What follows belongs to an exercise in optimizing a design on an open flow for small area, a short achievable clock period and few clock cycles; a production flow would make more cautious choices. Only simulation tests tie the RTL to the original design; equivalence was not proved. Power and IR drop assume default switching activity.

run 1:
// grammar_token_scanner
module grammar_token_scanner #(
    parameter int unsigned SOURCE_DEPTH = 65536
) (
    input  logic        aclk,
    input  logic        aresetn,
    input  logic        cfg_we,
    input  logic [15:0] cfg_wdata,
    input  logic        s_valid,
    output logic        s_ready,
    input  logic [7:0]  s_ch,
    input  logic        s_end_of_source,
    output logic        m_valid,
    input  logic        m_ready,
    output logic [3:0]  m_kind,
    output logic [15:0] m_line,
    output logic [15:0] m_start_res,
    output logic [15:0] m_length,
    output logic [1:0]  m_error_code,
    output logic        m_last_result
);
For scale: about 800 cells after synthesis, roughly 87 I/O pins.
Settings: LEC_CHECK=0, ABC_AREA=1, CAP_MARGIN=40, CORE_MARGIN=2, CORE_UTILIZATION=40, CTS_BUF_LIST=sky130_fd_sc_hd__clkbuf_4 sky130_fd_sc_hd__clkbuf_8, SETUP_SLACK_MARGIN=2.97, SLEW_MARGIN=20; clock period 5.5 ns.
standard.sh (not shown) runs the stock make flow with config.mk's settings and CLKGATE_MAP_FILE= SYNTH_SCRIPT=/design/flow/synth_recipe.tcl, a recipe that flattens the netlist after the stock synthesis.
==> flow/flow/run.sh <==
#!/bin/bash
# The standard layout, with the port buffers made from sky130_fd_sc_hd__buf_1
# instead of the delay cell buffer_ports picks by default. ORFS writes each
# step's log under orfs/logs; make's own output goes to standard.log.
bash standard.sh BUFFER_PORTS_ARGS="-buffer_cell sky130_fd_sc_hd__buf_1" finish > standard.log 2>&1
Testbench counts of run 1, summed over its fixed seeds: cycles 24,756.
diff inputs: run 1 => run 2
- a change of SETUP_SLACK_MARGIN from 2.97 to 3.1
- a change of CAP_MARGIN from 40 to 20
==> summary.txt <==
- On run 2: final-layout clock-cell area share is 0.44 points lower than what run 1 gave.
- Row utilization: run 2 higher / run 1 lower
- In run 2 the non-clock buffer count in the final layout turned out about 3% higher than in run 1.
[inputs] run 3 vs run 2
- an added CTS_CLUSTER_SIZE of 30
- an added CTS_CLUSTER_DIAMETER of 100
- a change of SETUP_SLACK_MARGIN from 3.1 to 2.97
==> comparison <==
Run 3 did not stop at any stage, and its layout met the timing, DRC and antenna checks.
[compare] base=run 2 new=run 3: largest net degree at the start of global routing shows no meaningful change; wire length of the first global-routing pass shows an increase of 0.55%; buffer count excluding the clock tree in the final layout shows a reduction of 5; clock share of power shows a reduction of 0.7 points.
On placement-stage cell area, run 3 and run 2 are neck and neck.
In run 3, final setup slack of the worst path is lower than in run 2.
Multi-input combinational area share down 0.38 points in run 3 wrt run 2
Inputs modified between run 3 and run 4:
- setting TNS_END_PERCENT to 20 for the first time
- removing CTS_CLUSTER_DIAMETER (formerly 100)
- changing SETUP_SLACK_MARGIN from 2.97 to 3.0
- removing CTS_CLUSTER_SIZE (formerly 30)
### Flow results
- There was hardly any difference in maximum vdd ir drop between run 4 and run 3.
- The combined area of all synthesized cells on run 3 is in line with that on run 4.
- In the tables for run 4 and run 3, quantity of gates resized following cts reads higher with run 3.

========
The RTL this note starts from:
==> flow/design.v <==
`timescale 1ns / 1ps
package gts_pkg;
    localparam logic [1:0] MODE_IDLE  = 2'd0;
    localparam logic [1:0] MODE_DASH  = 2'd1;
    localparam logic [1:0] MODE_STR   = 2'd2;
    localparam logic [1:0] MODE_IDENT = 2'd3;
    localparam logic [3:0] KIND_ARROW  = 4'd0;
    localparam logic [3:0] KIND_LPAREN = 4'd1;
    localparam logic [3:0] KIND_RPAREN = 4'd2;
    localparam logic [3:0] KIND_STAR   = 4'd3;
    localparam logic [3:0] KIND_OPT    = 4'd4;
    localparam logic [3:0] KIND_BAR    = 4'd5;
    localparam logic [3:0] KIND_SEMI   = 4'd6;
    localparam logic [3:0] KIND_LIT    = 4'd7;
    localparam logic [3:0] KIND_IDENT  = 4'd8;
    localparam logic [3:0] KIND_EOF    = 4'd9;
    localparam logic [3:0] KIND_ERR    = 4'd10;
    localparam logic [1:0] ERR_NONE       = 2'd0;
    localparam logic [1:0] ERR_UNEXPECTED = 2'd1;
    localparam logic [1:0] ERR_OPEN_STR   = 2'd2;
    localparam logic [7:0] CH_DASH   = 8'h2D;
    localparam logic [7:0] CH_GT     = 8'h3E;
    localparam logic [7:0] CH_LPAREN = 8'h28;
    localparam logic [7:0] CH_RPAREN = 8'h29;
    localparam logic [7:0] CH_STAR   = 8'h2A;
    localparam logic [7:0] CH_QMARK  = 8'h3F;
    localparam logic [7:0] CH_BAR    = 8'h7C;
    localparam logic [7:0] CH_SEMI   = 8'h3B;
    localparam logic [7:0] CH_QUOTE  = 8'h22;
    localparam logic [7:0] CH_LF     = 8'h0A;
    localparam logic [7:0] CH_TAB    = 8'h09;
    localparam logic [7:0] CH_CR     = 8'h0D;
    localparam logic [7:0] CH_SPACE  = 8'h20;
    localparam int unsigned MAX_TOKENS = 3;
    localparam int unsigned QUEUE_DEPTH = 4;
    localparam int unsigned TOK_W = 54;
    localparam int unsigned BUNDLE_W = 2 + MAX_TOKENS * TOK_W;
endpackage
`timescale 1ns / 1ps
module grammar_token_scanner #(
    parameter int unsigned SOURCE_DEPTH = 65536
) (
    input  logic        aclk,
    input  logic        aresetn,
    input  logic        cfg_we,
    input  logic [15:0] cfg_wdata,
    input  logic        s_valid,
    output logic        s_ready,
    input  logic [7:0]  s_ch,
    input  logic        s_end_of_source,
    output logic        m_valid,
    input  logic        m_ready,
    output logic [3:0]  m_kind,
    output logic [15:0] m_line,
    output logic [15:0] m_start_res,
    output logic [15:0] m_length,
    output logic [1:0]  m_error_code,
    output logic        m_last_result
);
    localparam int unsigned POS_MAX_INT =
        (SOURCE_DEPTH - 1 < 65535) ? SOURCE_DEPTH - 1 : 65535;
    localparam logic [15:0] POS_MAX = 16'(POS_MAX_INT);
    logic        b_valid;
    logic [7:0]  b_ch;
    logic        b_eos;
    logic [1:0]  stage_reg;
    logic [1:0]  mode_reg;
    logic [15:0] line_reg;
    logic [15:0] pos_reg;
    logic [15:0] ts_reg;
    logic [15:0] len_reg;
    logic [15:0] first_line_reg;
    logic is_alpha, is_digit, is_alnum, is_lf, is_quote, is_gt, is_dash, is_blank;
    logic is_punct;
    logic [3:0] punct_kind;
    always_comb begin
        is_alpha = ((b_ch >= 8'h61) && (b_ch <= 8'h7A)) || ((b_ch >= 8'h41) && (b_ch <= 8'h5A));
        is_digit = (b_ch >= 8'h30) && (b_ch <= 8'h39);
        is_alnum = is_alpha || is_digit;
        is_lf    = (b_ch == gts_pkg::CH_LF);
        is_quote = (b_ch == gts_pkg::CH_QUOTE);
        is_gt    = (b_ch == gts_pkg::CH_GT);
        is_dash  = (b_ch == gts_pkg::CH_DASH);
        is_blank = (b_ch == gts_pkg::CH_SPACE) || (b_ch == gts_pkg::CH_TAB) ||
                   (b_ch == gts_pkg::CH_CR);
        is_punct   = 1'b1;
        punct_kind = gts_pkg::KIND_ERR;
        case (b_ch)
            gts_pkg::CH_LPAREN: punct_kind = gts_pkg::KIND_LPAREN;
            gts_pkg::CH_RPAREN: punct_kind = gts_pkg::KIND_RPAREN;
            gts_pkg::CH_STAR:   punct_kind = gts_pkg::KIND_STAR;
            gts_pkg::CH_QMARK:  punct_kind = gts_pkg::KIND_OPT;
            gts_pkg::CH_BAR:    punct_kind = gts_pkg::KIND_BAR;
            gts_pkg::CH_SEMI:   punct_kind = gts_pkg::KIND_SEMI;
            default:            is_punct = 1'b0;
        endcase
    end
    logic m_dash, m_str, m_ident, m_idle;
    logic fresh;
    logic v0, v1, v2, v3;
    logic [1:0] mode_mid;
    logic fresh_ident, fresh_str;
    logic [15:0] line_inc, line_mid;
    logic [16:0] pos_inc, len_inc;
    logic [15:0] pos_next;
    logic [15:0] len2;
    assign m_idle  = (mode_reg == gts_pkg::MODE_IDLE);
    assign m_dash  = (mode_reg == gts_pkg::MODE_DASH);
    assign m_str   = (mode_reg == gts_pkg::MODE_STR);
    assign m_ident = (mode_reg == gts_pkg::MODE_IDENT);
    assign v0    = (m_dash & is_gt) | (m_str & is_quote) | (m_ident & ~is_alnum);
    assign fresh = m_idle | (m_dash & ~is_gt) | (m_ident & ~is_alnum);
    assign v1    = fresh & ~is_dash & ~is_lf & ~is_blank & ~is_quote & ~is_alpha;
    assign fresh_ident = fresh & is_alpha;
    assign fresh_str   = fresh & is_quote;
    always_comb begin
        if (fresh) begin
            if (is_dash)       mode_mid = gts_pkg::MODE_DASH;
            else if (is_quote) mode_mid = gts_pkg::MODE_STR;
            else if (is_alpha) mode_mid = gts_pkg::MODE_IDENT;
            else               mode_mid = gts_pkg::MODE_IDLE;
        end else if (v0) begin
            mode_mid = gts_pkg::MODE_IDLE;
        end else begin
            mode_mid = mode_reg;
        end
    end
    assign v2 = b_eos & mode_mid[1];
    assign v3 = b_eos;
    assign line_inc = (line_reg != 16'hFFFF) ? line_reg + 16'd1 : line_reg;
    assign line_mid = is_lf ? line_inc : line_reg;
    assign pos_inc  = {1'b0, pos_reg} + 17'd1;
    assign pos_next = (pos_reg < POS_MAX) ? pos_inc[15:0] : pos_reg;
    assign len_inc  = {1'b0, len_reg} + 17'd1;
    assign len2     = fresh_ident ? 16'd1 : (len_inc[16] ? 16'hFFFF : len_inc[15:0]);
    logic r0, r1, r2, r3;
    logic any_left, is_last, consume;
    logic [1:0] sel;
    assign r0 = v0 & (stage_reg == 2'd0);
    assign r1 = v1 & (stage_reg <= 2'd1);
    assign r2 = v2 & (stage_reg <= 2'd2);
    assign r3 = v3;
    always_comb begin
        if (r0)      sel = 2'd0;
        else if (r1) sel = 2'd1;
        else if (r2) sel = 2'd2;
        else         sel = 2'd3;
    end
    assign any_left = r0 | r1 | r2 | r3;
    always_comb begin
        unique case (sel)
            2'd0: is_last = ~(v1 | v2 | v3);
            2'd1: is_last = ~(v2 | v3);
            2'd2: is_last = ~v3;
            default: is_last = 1'b1;
        endcase
    end
    assign m_valid = b_valid & any_left;
    assign consume = b_valid & (~any_left | (m_ready & is_last));
    assign s_ready = ~b_valid | consume;
    always_comb begin
        m_kind       = gts_pkg::KIND_EOF;
        m_line       = line_mid;
        m_start_res  = 16'd0;
        m_length     = 16'd0;
        m_error_code = gts_pkg::ERR_NONE;
        unique case (sel)
            2'd0: begin
                m_line = line_reg;
                if (m_dash) begin
                    m_kind = gts_pkg::KIND_ARROW;
                end else if (m_str) begin
                    m_kind      = gts_pkg::KIND_LIT;
                    m_start_res = ts_reg;
                    m_length    = len_reg;
                end else begin
                    m_kind      = gts_pkg::KIND_IDENT;
                    m_start_res = ts_reg;
                    m_length    = len_reg;
                end
            end
            2'd1: begin
                m_line = line_reg;
                m_kind = punct_kind;
                if (!is_punct) m_error_code = gts_pkg::ERR_UNEXPECTED;
            end
            2'd2: begin
                if (mode_mid == gts_pkg::MODE_STR) begin
                    m_kind       = gts_pkg::KIND_ERR;
                    m_error_code = gts_pkg::ERR_OPEN_STR;
                end else begin
                    m_kind      = gts_pkg::KIND_IDENT;
                    m_start_res = fresh_ident ? pos_reg : ts_reg;
                    m_length    = len2;
                end
            end
            default: ;
        endcase
    end
    assign m_last_result = is_last;
    logic take;
    assign take = s_valid & s_ready;
    always_ff @(posedge aclk) begin
        if (take) begin
            b_ch  <= s_ch;
            b_eos <= s_end_of_source;
        end
        if (consume && !b_eos) begin
            if (fresh_ident) begin
                ts_reg  <= pos_reg;
                len_reg <= {15'd0, (pos_reg < POS_MAX)};
            end else if (fresh_str) begin
                ts_reg  <= pos_inc[16] ? 16'hFFFF : pos_inc[15:0];
                len_reg <= 16'd0;
            end else if (pos_reg < POS_MAX) begin
                len_reg <= len_inc[15:0];
            end
        end
    end
    always_ff @(posedge aclk) begin
        if (!aresetn) begin
            b_valid        <= 1'b0;
            stage_reg      <= 2'd0;
            mode_reg       <= gts_pkg::MODE_IDLE;
            line_reg       <= 16'd1;
            pos_reg        <= 16'd0;
            first_line_reg <= 16'd1;
        end else begin
            if (take) begin
                b_valid <= 1'b1;
            end else if (consume) begin
                b_valid <= 1'b0;
            end
            if (consume) begin
                stage_reg <= 2'd0;
            end else if (m_valid && m_ready) begin
                stage_reg <= sel + 2'd1;
            end
            if (consume) begin
                if (b_eos) begin
                    mode_reg <= gts_pkg::MODE_IDLE;
                    pos_reg  <= 16'd0;
                end else begin
                    mode_reg <= mode_mid;
                    pos_reg  <= pos_next;
                end
            end
            if (cfg_we && (b_valid ? (consume && b_eos)
                                   : (pos_reg == 16'd0 && mode_reg == gts_pkg::MODE_IDLE))) begin
                line_reg <= cfg_wdata;
            end else if (consume) begin
                line_reg <= b_eos ? first_line_reg : line_mid;
            end
            if (cfg_we) begin
                first_line_reg <= cfg_wdata;
            end
        end
    end
endmodule
Settings: LEC_CHECK=0, ABC_CLOCK_PERIOD_IN_PS=2500, CAP_MARGIN=20, CORE_MARGIN=2, CORE_UTILIZATION=40, SETUP_SLACK_MARGIN=2.5, SLEW_MARGIN=20; clock period 5.5 ns.
run.sh (not shown) runs the stock make flow with config.mk's settings and CLKGATE_MAP_FILE= SYNTH_SCRIPT=/design/flow/synth_recipe.tcl, a recipe that flattens the netlist after the stock synthesis.
Stock flow here: none of the scripts above is used.
The starting point finished with timing, DRC and antenna clean.
Testbench counts at the start, summed over its fixed seeds: cycles 24,751.
Next try:
--- a/flow/config.mk
+++ b/flow/config.mk
@@ -8 +8 @@
-export ABC_CLOCK_PERIOD_IN_PS = 2500
+export ABC_CLOCK_PERIOD_IN_PS = 3000
@@ -12 +12 @@
-export SETUP_SLACK_MARGIN = 2.5
+export SETUP_SLACK_MARGIN = 2.0
What happened:
- The changed run completed without violations
- setup slack is better by 12 ps
- sequential power barely changes
- synthesized area is unchanged

==> separate check: timing with driven ports <==
The flow's constraints put no driver on any port. The routed layouts listed below were extracted and timed again, unchanged, in two steps.
Step 1 sets driving cells, clkbuf_16 on the clock port and buf_2 on the other inputs (assumed; they add their load-dependent delay and slew).
Step 2 also shifts input and output timing later by t, the mid clock arrival at the registers, as if the neighbouring blocks saw the same clock.
Three values: no drivers, after step 1, after step 2; two values: the first two.
run	t (ns)	setup slack, ns	clock arrival spread, ns
run 1	0.409	2.970 / 2.928 / 2.722	0.012 / 0.011
run 2	0.418	2.977 / 2.933 / 2.778	0.016 / 0.016
run 3	0.411	2.969 / 2.928 / 2.721	0.018 / 0.017
run 4	0.413	2.942 / 2.901 / 2.690	0.020 / 0.020
the first run of note 2	0.398	0.636 / 0.595 / 0.992	0.011 / 0.011
the second run of note 2	0.403	0.648 / 0.604 / 1.007	0.010 / 0.010
After both steps every run listed still meets setup and hold. The setup slack of run 4, which loses most, moves by -0.041 ns with the drivers and by -0.252 ns with both steps.
